Source: an optimization exercise on an open RTL-to-GDS flow (aim: small area and few clock cycles). Production flows keep margins and buffers that such runs may drop. Where RTL was checked, it was by simulation tests only, not by an equivalence proof against the original. Power is estimated from default activity; no workload was simulated.

Design sorted_priority_queue, start of the top module:
module sorted_priority_queue (
  input  logic          clk,
  input  logic          rst,
  input  logic          cmd_valid,
  output logic          cmd_ready,
  input  logic [32:0]   cmd,
  output logic          res_valid,
  input  logic          res_ready,
  output logic [22:0]   res
);
  localparam int N    = spq_pkg::DEPTH;
  localparam int STEP = spq_pkg::INJ_STEP;
  localparam int NINJ = N / STEP;
  logic [spq_pkg::OCC_BITS-1:0] count;
  logic [1:0]                   kind;
  logic                         res_free;
  logic                         accept;
  logic                         is_ins;
  logic                         is_full;
  logic                         is_empty;
  logic                         can_ins;
  logic                         do_ins;
  logic                         do_rm;
  logic [N-1:0]                 free;
  logic [N-1:0]                 below;
  logic [N-1:0]                 below_q;
  logic [N-1:0]                 at_count;
  logic [N-1:0]                 inject;
  logic [NINJ-1:0]              pend_q;
  logic [spq_pkg::RANK_W-1:0]   n_below;
  logic [spq_pkg::RANK_W-1:0]   pend_level;
  logic [spq_pkg::KEY_BITS-1:0] key        [N];
  logic [spq_pkg::ID_BITS-1:0]  id         [N];
  logic [spq_pkg::RANK_W-1:0]   level      [N];
  logic [spq_pkg::RANK_W-1:0]   level_next [N];
  logic [spq_pkg::ID_BITS-1:0]  removed_id;
  always_comb begin
    inject  = '0;
    can_ins = 1'b0;
    for (int i = STEP - 1; i < N; i += STEP) begin
      inject[i] = free[i] && !can_ins;
      can_ins   = can_ins || free[i];
    end
  end
  assign res_free  = !res_valid || res_ready;
  assign is_ins    = !cmd[32];
  assign is_full   = count[spq_pkg::OCC_BITS-1];
  assign is_empty  = (count == '0);
  assign cmd_ready = res_free && (!is_ins || is_full || can_ins);
  assign accept    = cmd_valid && cmd_ready;
  assign do_ins    = accept && is_ins && !is_full;
  assign do_rm     = accept && !is_ins && !is_empty;
  always_comb begin
    n_below = '0;
    for (int i = 0; i < N; i++) n_below = n_below + spq_pkg::RANK_W'(below_q[i]);
  end
  assign pend_level = spq_pkg::RANK_W'(count) - 1'b1 - n_below;
  for (genvar i = 0; i < N; i++) begin : g_cell
    localparam int NX = (i + 1) % N;
  ...
Size: roughly 2100 cells after synthesis, ~62 I/O pins, about 23000 sq um of cells after synthesis.
Settings: LEC_CHECK=0, CAP_MARGIN=20, CORE_MARGIN=2, CORE_UTILIZATION=40, SLEW_MARGIN=20; clock period 5.0 ns.
run.sh (not shown) runs the stock make flow with config.mk's settings and CLKGATE_MAP_FILE= SYNTH_SCRIPT=/design/flow/synth_recipe.tcl, a recipe that flattens the netlist after the stock synthesis.
Testbench counts at the start, summed over its fixed seeds: cycles 26,690.
Change:
- ABC_AREA: not set -> 1
Effect: The changed run finished clean. Non-clock buffer count shrinks by 13. Total power stays flat. Synthesized cell count is higher by 34%. Fmax shrinks by 0.84%. Routed wire length rose by 2.0%. Utilization goes down by 0.49 points. Design area is higher by 1.2%. Clock power shrinks by about 4%.

* * *

sorted_priority_queue, a different RTL version from the one above (not shown whole).
Size: roughly 2300 cells after synthesis, ~610 flip-flops, about 62 I/O pins.
// sorted_priority_queue
module sorted_priority_queue (
  input  logic          clk,
  input  logic          rst,
  input  logic          cmd_valid,
  output logic          cmd_ready,
  input  logic [32:0]   cmd,
  output logic          res_valid,
  input  logic          res_ready,
  output logic [22:0]   res
);
  localparam int N = spq_pkg::DEPTH;
  logic [spq_pkg::OCC_BITS-1:0] count;
  logic [1:0]                   kind;
  logic                         res_free;
  logic                         accept;
  logic                         is_ins;
  logic                         is_full;
  logic                         is_empty;
  logic                         can_ins;
  logic                         do_ins;
  logic                         do_rm;
  logic [N-1:0]                 free;
  logic [N-1:0]                 below;
  logic [N-1:0]                 raised;
  logic [N-1:0]                 at_count;
  logic [N-1:0]                 inject;
  logic [N-1:0]                 pend_q;
  logic [spq_pkg::RANK_W-1:0]   n_below;
  logic [spq_pkg::RANK_W-1:0]   pend_level;
  logic [spq_pkg::KEY_BITS-1:0] key        [N];
  logic [spq_pkg::ID_BITS-1:0]  id         [N];
  logic [spq_pkg::RANK_W-1:0]   level      [N];
  logic [spq_pkg::RANK_W-1:0]   level_next [N];
  logic [spq_pkg::ID_BITS-1:0]  removed_id;
  always_comb begin
    inject  = '0;
    can_ins = 1'b0;
    for (int i = 0; i < N; i++) begin
      if (spq_pkg::INJ_AT[i]) begin
        inject[i] = free[i] && !can_ins;
        can_ins   = can_ins || free[i];
      end
    end
  end
  ...
export LEC_CHECK = 0
export CAP_MARGIN = 20
export CORE_MARGIN = 2
export CORE_UTILIZATION = 65
export CTS_CLUSTER_DIAMETER = 100
export CTS_CLUSTER_SIZE = 30
export PLACE_DENSITY = 0.8
export SLEW_MARGIN = 20
create_clock -name core_clock -period 5.0 [get_ports {clk}]
standard.sh (not shown) runs the stock make flow with config.mk's settings and CLKGATE_MAP_FILE= SYNTH_SCRIPT=/design/flow/synth_recipe.tcl, a recipe that flattens the netlist after the stock synthesis.
==> flow/flow/run.sh <==
#!/bin/bash
# The standard layout, with two changes: synthesis keeps spq_ge2, two
# bits of the key compare's borrow chain, as a module of its own until the
# netlist is flattened, so each step maps to a few small gates; and the
# smallest buffer goes on every input and output port in place of the one the
# resizer would pick. The make output goes to standard.log; ORFS's own step
# logs stay under orfs/logs.
set -euo pipefail
export SYNTH_KEEP_MODULES=spq_ge2
export BUFFER_PORTS_ARGS="-buffer_cell sky130_fd_sc_hd__buf_1"
bash standard.sh > standard.log 2>&1
Testbench counts at the start, summed over its fixed seeds: cycles 25,354.
Next try:
- CORE_UTILIZATION: 65 -> 70
Final cell count decreases by 1.7%.
Sequential share of layout area goes up by 0.16 points.
Power is about the same.
First-iteration DRC count fell by about 2.5%.
Clock skew hardly moves.
Design area decreases by 0.32%.
Utilization went up by 4.6 points.
Fmax goes up by 2.4%.
Setup slack improved by 0.11 ns.

* * *

## onyx
Another version of the RTL of sorted_priority_queue (not shown whole).
Size in the first run: ~610 flip-flops, ~62 I/O pins, roughly 22,000 um^2 of cells after synthesis.
export LEC_CHECK = 0
export CAP_MARGIN = 20
export CORE_MARGIN = 2
export CORE_UTILIZATION = 60
export CTS_CLUSTER_DIAMETER = 100
export CTS_CLUSTER_SIZE = 30
export SLEW_MARGIN = 20
create_clock -name core_clock -period 5.0 [get_ports {clk}]
Scripts as last shown in full above: flow/flow/run.sh
### onyx -> violet
- PLACE_DENSITY newly set to 0.8
- CORE_UTILIZATION changed from 60 to 70
## What came out
violet: PASS, flow complete, no timing, DRC or antenna violations. On count of vias placed by the detailed router: between onyx and violet, it ends up higher for violet. In the metrics for onyx and violet, the one carrying the lower die span in y is violet. The final reports for violet and onyx show insertion delay of the later-clocked pin in the worst-skew pair higher in the former.
No run of this note included a check of the RTL's function; only the layout flow was run.

* * *

Another version of the RTL of sorted_priority_queue (not shown whole).
For scale: roughly 2200 cells after synthesis, about 610 flip-flops, roughly 62 I/O pins, ~24000 sq um of cells after synthesis.
Settings: LEC_CHECK=0, CAP_MARGIN=20, CORE_MARGIN=2, CORE_UTILIZATION=40, CTS_CLUSTER_DIAMETER=100, CTS_CLUSTER_SIZE=30, SLEW_MARGIN=20; clock period 5.0 ns.
run.sh (not shown) runs the stock make flow with config.mk's settings and CLKGATE_MAP_FILE= SYNTH_SCRIPT=/design/flow/synth_recipe.tcl, a recipe that flattens the netlist after the stock synthesis.
Stock flow here: none of the scripts above is used.
The starting point passed the timing, design-rule and antenna checks.
Testbench counts at the start, summed over its fixed seeds: cycles 25,354.
Rerun with:
CTS_CLUSTER_DIAMETER = 60   (was 100)
CTS_CLUSTER_SIZE = 20   (was 30)
GPL_TIMING_DRIVEN = 0   (was unset)
What happened:
- The new run went through all stages and came out clean
- final cell count went up by a few percent
- global-route usage went up by 2.5 points
- via count went up by a few percent
- setup slack loses 0.046 ns
- die area does not change
- utilization went up by 1.2 points
- power went up by roughly a tenth
- wire length went up by roughly a tenth
Rerun with:
CORE_UTILIZATION = 60   (was 40)
GPL_TIMING_DRIVEN = unset   (was 0)
After rerunning: Total power drops by 6.1%. Critical path depth went up by 1. Non-clock buffer count drops by 40. Worst hold slack hardly moves. Clock power shrinks by 11%. Final area went down by 2.4%. Global-route usage goes up by 7.1 points.
Rerun with:
CORE_UTILIZATION = 40   (was 60)
CTS_BUF_LIST = sky130_fd_sc_hd__clkbuf_4 sky130_fd_sc_hd__clkbuf_8   (was unset)
CTS_CLUSTER_DIAMETER = unset   (was 60)
CTS_CLUSTER_SIZE = unset   (was 20)
Sequential cell count does not change.
Clock power came out higher by well over a third.
Via count is higher by a few percent.
Non-clock buffer count climbs by 1.
Global-route usage fell by 8.9 points.
Cell count goes up by roughly a tenth.
Register-to-register slack degrades by 0.09 ns.
Worst setup slack gets worse by 0.052 ns.
Utilization shrinks by 20 points.
Rerun with:
CTS_BUF_LIST = unset   (was sky130_fd_sc_hd__clkbuf_4 sky130_fd_sc_hd__clkbuf_8)
After rerunning: Global-route usage is about the same; register-to-register slack improved by 0.02 ns; power is higher by 1.6%.
Rerun with:
CTS_CLUSTER_DIAMETER = 60   (was unset)
CTS_CLUSTER_SIZE = 20   (was unset)
What happened:
- synthesized area does not change
- setup slack degrades by 0.084 ns
- power decreases by 5.6%
- clock-buffer cell count decreases by 42

* * *

## the previous run
The RTL this note starts from:
==> flow/design.v <==
package spq_pkg;
  localparam int DEPTH    = 16;
  localparam int KEY_BITS = 16;
  localparam int ID_BITS  = 16;
  localparam int OCC_BITS = 5;
  localparam int RANK_W   = 4;
  localparam logic [DEPTH-1:0] INJ_AT = 16'b1001_0100_1001_0100;
endpackage
module spq_cell (
  input  logic                         do_ins,
  input  logic                         pend,
  input  logic [spq_pkg::RANK_W-1:0]   pend_level,
  input  logic [spq_pkg::OCC_BITS-1:0] count,
  input  logic [spq_pkg::KEY_BITS-1:0] new_key,
  input  logic [spq_pkg::KEY_BITS-1:0] key,
  input  logic [spq_pkg::RANK_W-1:0]   level,
  output logic                         free,
  output logic                         above,
  output logic                         at_count,
  output logic [spq_pkg::RANK_W-1:0]   level_next
);
  logic                       held;
  logic                       lv_lt;
  logic                       lv_eq;
  logic                       lt;
  logic                       raise;
  logic [spq_pkg::RANK_W-1:0] level_now;
  function automatic logic key_lt(input logic [spq_pkg::KEY_BITS-1:0] a,
                                  input logic [spq_pkg::KEY_BITS-1:0] b);
    logic ge;
    ge = 1'b1;
    for (int j = 0; j < spq_pkg::KEY_BITS; j++) begin
      ge = (a[j] & ~b[j]) | (a[j] & ge) | (~b[j] & ge);
    end
    key_lt = ~ge;
  endfunction
  always_comb begin
    lv_lt = 1'b0;
    lv_eq = 1'b1;
    for (int j = spq_pkg::RANK_W - 1; j >= 0; j--) begin
      lv_lt = lv_lt || (lv_eq && !level[j] && count[j]);
      lv_eq = lv_eq && (level[j] == count[j]);
    end
  end
  assign held      = pend || count[spq_pkg::OCC_BITS-1] || lv_lt;
  assign free      = !held;
  assign lt        = key_lt(key, new_key);
  assign above     = held && !lt;
  assign at_count  = lv_eq;
  assign raise     = held ? lt : at_count;
  assign level_now = pend ? pend_level : level;
  assign level_next = level_now + spq_pkg::RANK_W'(do_ins && raise);
endmodule
module sorted_priority_queue (
  input  logic          clk,
  input  logic          rst,
  input  logic          cmd_valid,
  output logic          cmd_ready,
  input  logic [32:0]   cmd,
  output logic          res_valid,
  input  logic          res_ready,
  output logic [22:0]   res
);
  localparam int N = spq_pkg::DEPTH;
  logic [spq_pkg::OCC_BITS-1:0] count;
  logic [1:0]                   kind;
  logic                         res_free;
  logic                         accept;
  logic                         is_ins;
  logic                         is_full;
  logic                         is_empty;
  logic                         can_ins;
  logic                         do_ins;
  logic                         do_rm;
  logic [N-1:0]                 free;
  logic [N-1:0]                 above;
  logic [N-1:0]                 above_q;
  logic [N-1:0]                 at_count;
  logic [N-1:0]                 inject;
  logic [N-1:0]                 pend_q;
  logic [spq_pkg::RANK_W-1:0]   pend_level;
  logic [spq_pkg::KEY_BITS-1:0] key        [N];
  logic [spq_pkg::ID_BITS-1:0]  id         [N];
  logic [spq_pkg::RANK_W-1:0]   level      [N];
  logic [spq_pkg::RANK_W-1:0]   level_next [N];
  logic [spq_pkg::ID_BITS-1:0]  removed_id;
  always_comb begin
    inject  = '0;
    can_ins = 1'b0;
    for (int i = 0; i < N; i++) begin
      if (spq_pkg::INJ_AT[i]) begin
        inject[i] = free[i] && !can_ins;
        can_ins   = can_ins || free[i];
      end
    end
  end
  assign res_free  = !res_valid || res_ready;
  assign is_ins    = !cmd[32];
  assign is_full   = count[spq_pkg::OCC_BITS-1];
  assign is_empty  = (count == '0);
  assign cmd_ready = res_free && (!is_ins || is_full || can_ins);
  assign accept    = cmd_valid && cmd_ready;
  assign do_ins    = accept && is_ins && !is_full;
  assign do_rm     = accept && !is_ins && !is_empty;
  always_comb begin
    pend_level = '0;
    for (int i = 0; i < N; i++) pend_level = pend_level + spq_pkg::RANK_W'(above_q[i]);
  end
  for (genvar i = 0; i < N; i++) begin : g_cell
    localparam int NX = (i + 1) % N;
    logic pend;
    if (spq_pkg::INJ_AT[(i + N - 1) % N]) begin : g_pend
      assign pend = pend_q[i];
    end else begin : g_nopend
      assign pend = 1'b0;
    end
    spq_cell u_cell (
      .do_ins     (do_ins),
      .pend       (pend),
      .pend_level (pend_level),
      .count      (count),
      .new_key    (cmd[31:16]),
      .key        (key[i]),
      .level      (level[i]),
      .free       (free[i]),
      .above      (above[i]),
      .at_count   (at_count[i]),
      .level_next (level_next[i])
    );
    always_ff @(posedge clk) begin
      level[NX] <= level_next[i];
    end
    if (spq_pkg::INJ_AT[i]) begin : g_inj
      always_ff @(posedge clk) begin
        if (do_ins && inject[i]) begin
          key[NX] <= cmd[31:16];
          id[NX]  <= cmd[15:0];
        end else begin
          key[NX] <= key[i];
          id[NX]  <= id[i];
        end
      end
    end else begin : g_pass
      always_ff @(posedge clk) begin
        key[NX] <= key[i];
        id[NX]  <= id[i];
      end
    end
  end
  always_ff @(posedge clk) begin
    above_q <= above;
    for (int i = 0; i < N; i++) begin
      pend_q[(i + 1) % N] <= !rst && do_ins && inject[i];
    end
  end
  always_comb begin
    removed_id = '0;
    for (int i = 0; i < N; i++) begin
      if (at_count[i]) removed_id = removed_id | id[i];
    end
  end
  assign res = {kind[1] && !kind[0], kind[0] && !kind[1],
                (&kind) ? removed_id : spq_pkg::ID_BITS'(0), count};
  always_ff @(posedge clk) begin
    if (rst) begin
      count     <= '0;
      res_valid <= 1'b0;
    end else begin
      if (do_ins) count <= count + 1'b1;
      if (do_rm)  count <= count - 1'b1;
      if (accept) begin
        res_valid <= 1'b1;
      end else if (res_ready) begin
        res_valid <= 1'b0;
      end
    end
  end
  always_ff @(posedge clk) begin
    if (accept) begin
      kind <= is_ins ? {is_full, 1'b0} : {!is_empty, 1'b1};
    end
  end
endmodule
export LEC_CHECK = 0
export CAP_MARGIN = 20
export CORE_MARGIN = 2
export CORE_UTILIZATION = 60
export CTS_CLUSTER_DIAMETER = 100
export CTS_CLUSTER_SIZE = 30
export SLEW_MARGIN = 20
create_clock -name core_clock -period 5.0 [get_ports {clk}]
The previous run | status: complete | timing, DRC, antenna: pass
Testbench counts of the previous run, summed over its fixed seeds: cycles 25,354.
Edits applied to the flow inputs when going from the previous run to the current run:
==> flow/flow/run.sh (new file) <==
#!/bin/bash
# The standard layout, with the smallest buffer on every input and output
# port in place of the one the resizer would pick. The make output goes to
# standard.log; ORFS's own step logs stay under orfs/logs.
set -euo pipefail
export BUFFER_PORTS_ARGS="-buffer_cell sky130_fd_sc_hd__buf_1"
bash standard.sh > standard.log 2>&1
==> flow/standard.sh (new file) <==
#!/bin/bash
# synth_recipe.tcl (not shown) runs the flow's synth.tcl, then flattens the netlist and writes it again
# the make line also repeats each setting of config.mk as NAME=value (left out here)
make -C /OpenROAD-flow-scripts/flow DESIGN_CONFIG=/design/flow/config.mk WORK_HOME=/design/flow/orfs CLKGATE_MAP_FILE= SYNTH_SCRIPT=/design/flow/synth_recipe.tcl "${@:-finish}"
removed: flow/run.sh
Notes after the runs:
- Average wire per standard cell grows slightly when moving from the previous run to the current run.
- Est. power | the current run vs the previous run | the current run lower
- The higher slack of the worst reg-to-reg path of the previous run and the current run is in the current run.

-- afterwards: timing with drivers on the ports --
The results above use ideal ports. As a check the final layouts listed here were re-extracted and re-timed, cells and wires unchanged. Step 1 assumes that a clkbuf_16 drives the clock port and a buf_2 every other input. Step 2 times the ports against the registers' clock, not the clock port: input delays grow and output delays shrink by t, the midpoint of the rising clock arrivals with the driver on. Three values: ideal, step 1, step 2; two values: the first two.
run	t (ns)	slack for setup (ns)	clock arrival spread, ns	worst register clock-pin slew, ns	pins driven straight from the clock port
the first run of note 1	0.686	0.273 / 0.216 / 0.251	0.051 / 0.051	0.07 / 0.07	1
the second run of note 1	0.679	0.233 / 0.173 / 0.391	0.064 / 0.065	0.07 / 0.07	1
the first run of note 2	0.620	0.102 / 0.046 / 0.341	0.022 / 0.022	0.12 / 0.12	1
the second run of note 2	0.629	0.216 / 0.211 / 0.216	0.026 / 0.025	0.12 / 0.12	1
onyx	0.632	0.299 / 0.299 / 0.299	0.027 / 0.026	0.12 / 0.12	1
violet	0.642	0.164 / 0.164 / 0.164	0.035 / 0.036	0.12 / 0.12	1
the first run of note 4	0.653	0.169 / 0.109 / 0.193	0.037 / 0.037	0.12 / 0.12	1
the second run of note 4	0.643	0.123 / 0.064 / 0.133	0.033 / 0.033	0.08 / 0.08	1
the third run of note 4	0.643	0.261 / 0.201 / 0.338	0.031 / 0.031	0.09 / 0.09	1
the fourth run of note 4	0.745	0.209 / 0.155 / 0.192	0.032 / 0.032	0.07 / 0.07	1
the fifth run of note 4	0.657	0.267 / 0.224 / 0.176	0.024 / 0.023	0.06 / 0.06	1
the sixth run of note 4	0.665	0.183 / 0.125 / 0.183	0.027 / 0.027	0.08 / 0.08	1
the previous run	0.656	0.165 / 0.105 / 0.541	0.030 / 0.030	0.12 / 0.12	1
the current run	0.641	0.492 / 0.436 / 0.618	0.033 / 0.033	0.12 / 0.12	1
After both steps setup and hold are still met in every run listed. For the fifth run of note 4, which loses most, drivers alone change the setup slack by -0.043 ns; drivers and shift together by -0.091 ns.
